Source: an optimization exercise on an open RTL-to-GDS flow (aim: small area, a short achievable clock period and few clock cycles). Production flows keep margins and buffers that such runs may drop. The RTL was checked by simulation tests, not by an equivalence proof against the original design. No activity file was given, so power comes from the tool's default toggle rates.

==> flow/design.v <==
package mul16_pkg;
  localparam int HALF_W = 8;
  localparam int OP_W   = 16;
  localparam int PROD_W = 32;
  localparam int LANES = 4;
  localparam int CLA_GRP = 4;
  localparam int ADR_W = 2;
  typedef enum logic [ADR_W-1:0] {
    REG_OPERANDS = 2'd0,   
    REG_PRODUCT  = 2'd1,
    REG_STATUS   = 2'd2    
  } wb_reg_e;
  typedef enum logic [1:0] {
    ST_IDLE = 2'd0,
    ST_BUSY = 2'd1,
    ST_DONE = 2'd2
  } mul_state_e;
endpackage
`timescale 1ns/1ps
import mul16_pkg::*;
module cla_adder32 (
  input  logic [PROD_W-1:0] a,
  input  logic [PROD_W-1:0] b,
  output logic [PROD_W-1:0] sum
);
  logic [PROD_W-1:0]           p;
  logic [PROD_W-1:0]           g;
  logic [PROD_W/CLA_GRP-1:0]   grp_p;
  logic [PROD_W/CLA_GRP-1:0]   grp_g;
  logic [PROD_W/CLA_GRP-1:0]   grp_c;
  function automatic logic grp_gen(input logic [CLA_GRP-1:0] pv,
                                   input logic [CLA_GRP-1:0] gv);
    logic gen;
    logic term;
    gen = 1'b0;
    for (int m = 0; m < CLA_GRP; m++) begin
      term = gv[m];
      for (int n = m + 1; n < CLA_GRP; n++) begin
        term = term & pv[n];
      end
      gen = gen | term;
    end
    grp_gen = gen;
  endfunction
  function automatic logic [CLA_GRP-1:0] bit_carries(input logic [CLA_GRP-1:0] pv,
                                                     input logic [CLA_GRP-1:0] gv,
                                                     input logic cin);
    logic [CLA_GRP-1:0] cy;
    logic term;
    for (int i = 0; i < CLA_GRP; i++) begin
      cy[i] = cin;
      for (int m = 0; m < i; m++) begin
        cy[i] = cy[i] & pv[m];
      end
      for (int m = 0; m < i; m++) begin
        term = gv[m];
        for (int n = m + 1; n < i; n++) begin
          term = term & pv[n];
        end
        cy[i] = cy[i] | term;
      end
    end
    bit_carries = cy;
  endfunction
  assign p = a ^ b;
  assign g = a & b;
  always_comb begin : p_grp_carry
    logic term;
    grp_c = '0;
    for (int k = 1; k < PROD_W / CLA_GRP; k++) begin
      for (int m = 0; m < k; m++) begin
        term = grp_g[m];
        for (int n = m + 1; n < k; n++) begin
          term = term & grp_p[n];
        end
        grp_c[k] = grp_c[k] | term;
      end
    end
  end
  for (genvar k = 0; k < PROD_W / CLA_GRP; k++) begin : g_grp
    logic [CLA_GRP-1:0] gp;
    logic [CLA_GRP-1:0] gg;
    logic [CLA_GRP-1:0] cy;
    assign gp       = p[k*CLA_GRP +: CLA_GRP];
    assign gg       = g[k*CLA_GRP +: CLA_GRP];
    assign grp_p[k] = &gp;
    assign grp_g[k] = grp_gen(gp, gg);
    assign cy       = bit_carries(gp, gg, grp_c[k]);
    assign sum[k*CLA_GRP +: CLA_GRP] = gp ^ cy;
  end
endmodule
`timescale 1ns/1ps
import mul16_pkg::*;
module mul8_array (
  input  logic                  clk,
  input  logic [HALF_W-1:0]     a,
  input  logic [HALF_W-1:0]     b,
  output logic [2*HALF_W-1:0]   prod
);
  logic [HALF_W-1:0] pp [HALF_W];
  logic [HALF_W-1:0] s  [HALF_W];
  logic [HALF_W-1:0] c  [HALF_W];
  logic [HALF_W-1:0] lo;
  logic [HALF_W-1:0] hi;
  logic [HALF_W-1:0] r;
  for (genvar j = 0; j < HALF_W; j++) begin : g_and
    assign pp[j] = a & {HALF_W{b[j]}};
  end
  assign s[0] = pp[0];
  assign c[0] = '0;
  for (genvar j = 1; j < HALF_W; j++) begin : g_row
    for (genvar i = 0; i < HALF_W; i++) begin : g_cell
      logic s_in;
      if (i == HALF_W - 1) begin : g_edge
        assign s_in = 1'b0;
      end else begin : g_inner
        assign s_in = s[j-1][i+1];
      end
      assign s[j][i] = pp[j][i] ^ s_in ^ c[j-1][i];
      assign c[j][i] = (pp[j][i] & s_in) | (c[j-1][i] & (pp[j][i] ^ s_in));
    end
  end
  for (genvar j = 0; j < HALF_W; j++) begin : g_lo
    assign lo[j] = s[j][0];
  end
  assign r[0] = 1'b0;
  for (genvar k = 0; k < HALF_W - 1; k++) begin : g_ripple
    logic x;
    logic y;
    assign x        = s[HALF_W-1][k+1];
    assign y        = c[HALF_W-1][k];
    assign hi[k]    = x ^ y ^ r[k];
    assign r[k+1]   = (x & y) | (r[k] & (x ^ y));
  end
  assign hi[HALF_W-1] = c[HALF_W-1][HALF_W-1] ^ r[HALF_W-1];
  always_ff @(posedge clk) begin
    prod <= {hi, lo};
  end
endmodule
`timescale 1ns/1ps
import mul16_pkg::*;
module mul16_operand_split (
  input  logic                         clk,
  input  logic                         rst,
  input  logic                         start,
  input  logic [OP_W-1:0]              op_a,
  input  logic [OP_W-1:0]              op_b,
  output logic [LANES-1:0][HALF_W-1:0] lane_a,
  output logic [LANES-1:0][HALF_W-1:0] lane_b,
  output logic                         lane_valid
);
  always_ff @(posedge clk) begin
    if (start) begin
      for (int i = 0; i < LANES; i++) begin
        lane_a[i] <= op_a[(i % 2) * HALF_W +: HALF_W];
        lane_b[i] <= op_b[(i / 2) * HALF_W +: HALF_W];
      end
    end
  end
  always_ff @(posedge clk) begin
    if (rst) begin
      lane_valid <= 1'b0;
    end else begin
      lane_valid <= start;
    end
  end
endmodule
`timescale 1ns/1ps
import mul16_pkg::*;
module mul16_product_combine (
  input  logic                           clk,
  input  logic                           rst,
  input  logic                           lane_valid,
  input  logic [LANES-1:0][2*HALF_W-1:0] lane_prod,
  output logic [PROD_W-1:0]              product,
  output logic                           product_valid
);
  logic [PROD_W-1:0] outer_pair;
  logic [PROD_W-1:0] cross_hl;
  logic [PROD_W-1:0] cross_lh;
  logic [PROD_W-1:0] partial_sum;
  logic [PROD_W-1:0] full_sum;
  logic              prod_stage;
  assign outer_pair = {lane_prod[LANES-1], lane_prod[0]};
  assign cross_hl   = {{HALF_W{1'b0}}, lane_prod[1], {HALF_W{1'b0}}};
  assign cross_lh   = {{HALF_W{1'b0}}, lane_prod[2], {HALF_W{1'b0}}};
  cla_adder32 u_add_hl (
    .a   (outer_pair),
    .b   (cross_hl),
    .sum (partial_sum)
  );
  cla_adder32 u_add_lh (
    .a   (partial_sum),
    .b   (cross_lh),
    .sum (full_sum)
  );
  always_ff @(posedge clk) begin
    if (rst) begin
      prod_stage    <= 1'b0;
      product_valid <= 1'b0;
    end else begin
      prod_stage    <= lane_valid;
      product_valid <= prod_stage;
    end
  end
  always_ff @(posedge clk) begin
    if (prod_stage) begin
      product <= full_sum;
    end
  end
endmodule
`timescale 1ns/1ps
import mul16_pkg::*;
module mul16_wb_regs (
  input  logic              clk,
  input  logic              rst,
  input  logic              wb_cyc,
  input  logic              wb_stb,
  input  logic              wb_we,
  input  logic [ADR_W-1:0]  wb_adr,
  input  logic [PROD_W-1:0] wb_dat_w,
  output logic [PROD_W-1:0] wb_dat_r,
  output logic              wb_ack,
  output logic              start,
  output logic [OP_W-1:0]   op_a,
  output logic [OP_W-1:0]   op_b,
  input  logic [PROD_W-1:0] product,
  input  logic              product_valid
);
  mul16_pkg::mul_state_e state;
  mul16_pkg::wb_reg_e    reg_sel;
  logic              req;
  logic              accept;
  logic [PROD_W-1:0] product_q;
  logic [PROD_W-1:0] rd_data;
  assign req     = wb_cyc & wb_stb & ~wb_ack;
  assign reg_sel = mul16_pkg::wb_reg_e'(wb_adr);
  assign accept = req & wb_we & (reg_sel == REG_OPERANDS) & (state != ST_BUSY);
  always_comb begin
    case (reg_sel)
      REG_OPERANDS: rd_data = {op_b, op_a};
      REG_PRODUCT:  rd_data = product_q;
      REG_STATUS:   rd_data = {{(PROD_W - 2){1'b0}}, state};
      default:      rd_data = '0;
    endcase
  end
  always_ff @(posedge clk) begin
    if (rst) begin
      wb_ack <= 1'b0;
      start  <= 1'b0;
    end else begin
      wb_ack <= req;
      start  <= accept;
    end
  end
  always_ff @(posedge clk) begin
    if (req) begin
      wb_dat_r <= rd_data;
    end
  end
  always_ff @(posedge clk) begin
    if (accept) begin
      op_a <= wb_dat_w[OP_W-1:0];
      op_b <= wb_dat_w[PROD_W-1:OP_W];
    end
  end
  always_ff @(posedge clk) begin
    if (rst) begin
      state     <= ST_IDLE;
      product_q <= '0;
    end else begin
      if (product_valid) begin
        product_q <= product;
      end
      case (state)
        ST_IDLE, ST_DONE: begin
          if (accept) begin
            state <= ST_BUSY;
          end
        end
        ST_BUSY: begin
          if (product_valid) begin
            state <= ST_DONE;
          end
        end
        default: state <= ST_IDLE;
      endcase
    end
  end
endmodule
`timescale 1ns/1ps
import mul16_pkg::*;
module mul16_top (
  input  logic              clk,
  input  logic              rst,
  input  logic              wb_cyc,
  input  logic              wb_stb,
  input  logic              wb_we,
  input  logic [ADR_W-1:0]  wb_adr,
  input  logic [PROD_W-1:0] wb_dat_w,
  output logic [PROD_W-1:0] wb_dat_r,
  output logic              wb_ack
);
  logic                           start;
  logic [OP_W-1:0]                op_a;
  logic [OP_W-1:0]                op_b;
  logic [LANES-1:0][HALF_W-1:0]   lane_a;
  logic [LANES-1:0][HALF_W-1:0]   lane_b;
  logic                           lane_valid;
  logic [LANES-1:0][2*HALF_W-1:0] lane_prod;
  logic [PROD_W-1:0]              product;
  logic                           product_valid;
  mul16_wb_regs u_regs (
    .clk           (clk),
    .rst           (rst),
    .wb_cyc        (wb_cyc),
    .wb_stb        (wb_stb),
    .wb_we         (wb_we),
    .wb_adr        (wb_adr),
    .wb_dat_w      (wb_dat_w),
    .wb_dat_r      (wb_dat_r),
    .wb_ack        (wb_ack),
    .start         (start),
    .op_a          (op_a),
    .op_b          (op_b),
    .product       (product),
    .product_valid (product_valid)
  );
  mul16_operand_split u_split (
    .clk        (clk),
    .rst        (rst),
    .start      (start),
    .op_a       (op_a),
    .op_b       (op_b),
    .lane_a     (lane_a),
    .lane_b     (lane_b),
    .lane_valid (lane_valid)
  );
  for (genvar i = 0; i < LANES; i++) begin : g_lane
    mul8_array u_mul (
      .clk  (clk),
      .a    (lane_a[i]),
      .b    (lane_b[i]),
      .prod (lane_prod[i])
    );
  end
  mul16_product_combine u_combine (
    .clk           (clk),
    .rst           (rst),
    .lane_valid    (lane_valid),
    .lane_prod     (lane_prod),
    .product       (product),
    .product_valid (product_valid)
  );
endmodule
==> flow/run.sh <==
#!/bin/bash
# synth_recipe.tcl (not shown) runs the flow's synth.tcl, then flattens the netlist and writes it again
# the make line also repeats each setting of config.mk as NAME=value (left out here)
make -C /OpenROAD-flow-scripts/flow DESIGN_CONFIG=/design/flow/config.mk WORK_HOME=/design/flow/orfs CLKGATE_MAP_FILE= SYNTH_SCRIPT=/design/flow/synth_recipe.tcl finish
==> flow/config.mk <==
export PLATFORM = sky130hd
export DESIGN_NAME = mul16_top
export DESIGN_NICKNAME = mul16_top
export VERILOG_FILES = /design/flow/design.v
export SDC_FILE = /design/flow/constraint.sdc
export NUM_CORES = 4
export LEC_CHECK = 0
export CAP_MARGIN = 20
export CORE_MARGIN = 2
export CORE_UTILIZATION = 40
export SLEW_MARGIN = 20
==> flow/constraint.sdc <==
create_clock -name core_clock -period 6.5 [get_ports {clk}]
set_input_delay 1.3000 -clock core_clock [delete_from_list [all_inputs] [get_ports {clk}]]
set_output_delay 1.3000 -clock core_clock [all_outputs]
set_load 0.01 [all_outputs]
==> results by group <==
Status
  • Status: timing/DRC/antenna clean

Yosys
  • Area share of the largest cell type after synthesis: 0.2712
  • Top cells by instance count after synthesis: fa_1 (200), and2_1 (161), inv_1 (154)
  • #FFs+latches synth: 231
  • Synth top area cells: fa_1 (27%), edfxtp_1 (26%), dfxtp_1 (14%)
  • Syn. warnings: 8
  • Post-Synthesis Cells: 1229
  • Synth Flop Type: edfxtp_1
  • Synthesized Nets: 1552
  • Synthesized area: 14770 um2
  • Asr flop ratio synth: 0
  • Register area share after synthesis: 0.4000
  • Post-synth EDFFs: 128
  • Synth area leader: fa_1
  • Number of library cell types mapped by synthesis: 34
  • Most common cell in the netlist: fa_1
  • Mean Syn Cell Area: ~12 um2

Finish
  • P&R area growth vs syn: 16.82%
  • Layout Cells excl Fill: around 1800
  • Share of layout cells above drive strength 1: 0.1036
  • Nets: around 1700
  • Core Util, Final: 0.4723
  • Final Cell Area: 17250 um2

GRT
  • Pin count of the biggest net entering global routing: 40
  • Global-route wire length before repair: 48.13 mm
  • Grt total ovfl: 0
  • Vias in the first global route: around 9000
  • Initial antenna violation count: 2
  • GRT Util Overall: 0.1617

Route
  • Routed Antenna Nets: 0
  • WL/cell: 16.45 um
  • Drt first pass iters: 7
  • Via Count: 8625
  • Initial DRC count: 360
  • Vias per cell: 4.736
  • DRC: 0
  • Final WL: 29.95 mm

Floorplan
  • Core box area: 36520 um2
  • Initial core utilization: 0.4043
  • Ports: 72
  • Die X: 196.1 um
  • Rows: 70
  • Die H: 196.1 um
  • Die area: 38470 um2

Clock network
  • Sink Count: 231
  • Clock Latency Late Sink: 0.54 ns
  • CTS Hold Bufs: 0
  • CTS H-tree lvls: 1
  • CTS clk-pin slew, worst paths: approximately 0.060 ns
  • CTS tree: built
  • Clock tree buffer depth: 3
  • CTS root buffer: clkbuf_16
  • TritonCTS buffer count: 25

STA
  • Worst Clk Skew: 0.01136 ns
  • Worst slew pin tran: 1.098 ns
  • Max-slew violations: 0
  • Final hold viol count: 0
  • Final period utilization: 0.9734
  • Slew HR: 0.2680
  • FMAX: 158.1 MHz
  • Setup slack after layout: about 0.17 ns
  • Final Setup Violations: 0
  • Fin crit period: around 6.3 ns

Placed design
  • Placed instance count: 1763
  • Dpl ws: -0.05423 ns
  • Dpl cell area: 16220 um2
  • GP Congestion: 0.8088
  • Post-DP HPWL: 22.57 mm
  • Port-buffer cells: 71

Setup path
  • Worst path arrival time: 6.74 ns
  • Peak fanout along the critical path: 4
  • Worst setup EP type: register
  • Crit path kind: reg -> reg
  • Worst setup SP type: register
  • Worst EP required: about 6.9 ns

Power
  • Total power: 0.003666 W
  • Max IR drop VDD: ~170 uV
  • Power Dens Cells: ~210 nW/um2
  • Leakage: between 7 and 8 nW

Min path
  • Min-Delay Path Class: reg -> reg

Run
  • Max-Cap Viols: 0
## cell usage in the layout, fill, tap and decap left out, drive strengths merged, types with 10 or more instances in the layout
| master | n |
|---|---|
| xnor2 | 16 |
| and2 | 161 |
| edfxtp | 128 |
| fa | 200 |
| clkbuf | 33 |
| buf | 55 |
| clkdlybuf4s50 | 70 |
| o21a | 12 |
| o21ai | 10 |
| dfxtp | 103 |
| nor2 | 82 |
| nand2 | 109 |
| a21oi | 22 |
| ha | 84 |
| inv | 157 |
| mux2i | 64 |
## kinds of logic after synthesis
logic type | Yosys count | synth area share
fa+ha+maj | 284 | 0.3423
xor+xnor | 21 | 0.01246
buf+inv | 203 | 0.05355
flops | 231 | 0.4000
mux | 65 | 0.04415
simple gates | 375 | 0.1266
compound gates | 50 | 0.02093
## critical path, cell delays in order, from the launching register on
cell and delay [ns]:
edfxtp_1 0.44, and2_4 0.19, ha_1 0.27, inv_1 0.05, fa_1 0.51, fa_1 0.44
fa_2 0.56, fa_1 0.45, fa_1 0.41, inv_1 0.09, fa_1 0.43, ha_2 0.20
fa_1 0.37, fa_2 0.35, fa_2 0.35, fa_2 0.34, fa_2 0.34, fa_1 0.42
## stage by stage
stage	TNS (ns)	hold WS, ns
finish	0	0.4024
global route	-0.04633	0.4079
CTS	0	0.4034
detailed placement	-0.1043	0.3887
global placement	-0.02149	0.3861
floorplan	0	0.3855
## report_power, final
group / switching, W / total, W / internal (W)
registers: 0.0000267 / 0.00165 / 0.00162
clock network: 0.000592 / 0.00141 / 0.000821
logic: 0.000331 / 0.000607 / 0.000276
## registers in the layout (all words and copies together), names as in the netlist, 2 cells and up
name	count
u_regs.op_b	16
u_regs.op_a	16
u_combine.product	32
g_lane.u_mul.prod	64
u_regs.wb_dat_r	32
u_regs.product_q	32
u_split.lane_b	16
u_split.lane_a	16
u_regs.state	2
## worst paths after layout
check	cells past startpoint	slack, ns	start	to
setup reg to reg	17	0.17	u_split.lane_b[9]	g_lane[0].u_mul.prod[14]
setup / recovery	17	0.17	u_split.lane_b[9]	g_lane[0].u_mul.prod[14]
hold reg to reg	0	0.40	g_lane[0].u_mul.prod[3]	u_combine.product[3]
hold / removal	0	0.40	g_lane[0].u_mul.prod[3]	u_combine.product[3]
## layer usage
metal	wire length, um	track usage	part of all wire
met5	0	0	0
met4	753	0.04658	0.025
met3	1390	0.02304	0.046
met2	14460	0.2736	0.48
met1	13350	0.2175	0.45
## timing repair
action,4_1_cts,5_1_grt
buffers inserted,2,7
endpoints found under the setup margin,4,8
pin swaps,3,24
gates resized for setup,3,33
cloned,0,1
## area by class of cell
type,instances,area [um2]
fill,3255,19270
timing repair buffer,125,1174
tap,468,585.6
sequential,231,5907
antenna,1,2.502
clock buffer,33,716.9
clock inverter,13,110.1
inverter,155,584.3
multi-input combinational,795,8169
Testbench counts, summed over its fixed seeds: cycles 32,000.

==> afterwards: timing with drivers on the ports <==
The flow's constraints put no driver on any port. The routed layout listed below was extracted and timed again, unchanged, in two steps. Step 1 (the two cells are an assumption about what drives the block):
set clk [get_ports {clk}]
set_driving_cell -lib_cell sky130_fd_sc_hd__clkbuf_16 $clk
set_driving_cell -lib_cell sky130_fd_sc_hd__buf_2 [delete_from_list [all_inputs] $clk]
Step 2 moves the port delays by t, midway between the first and last clock arrival at a register: inputs arrive t later, outputs are due t later. That takes back most of the time a late clock gives input paths. Three values: ideal, step 1, step 2; two values: the first two.
t, ns: 0.583
setup WS [ns]: 0.173 / 0.173 / 0.173
slew at the worst register clock pin (ns): 0.06 / 0.06
worst slew at a driven data input, ns: 0.05
cell pins on the clock port's net: 1
After both steps this run still meets setup and hold. For this run, drivers alone change the setup slack by 0.000 ns; drivers and shift together by 0.000 ns.
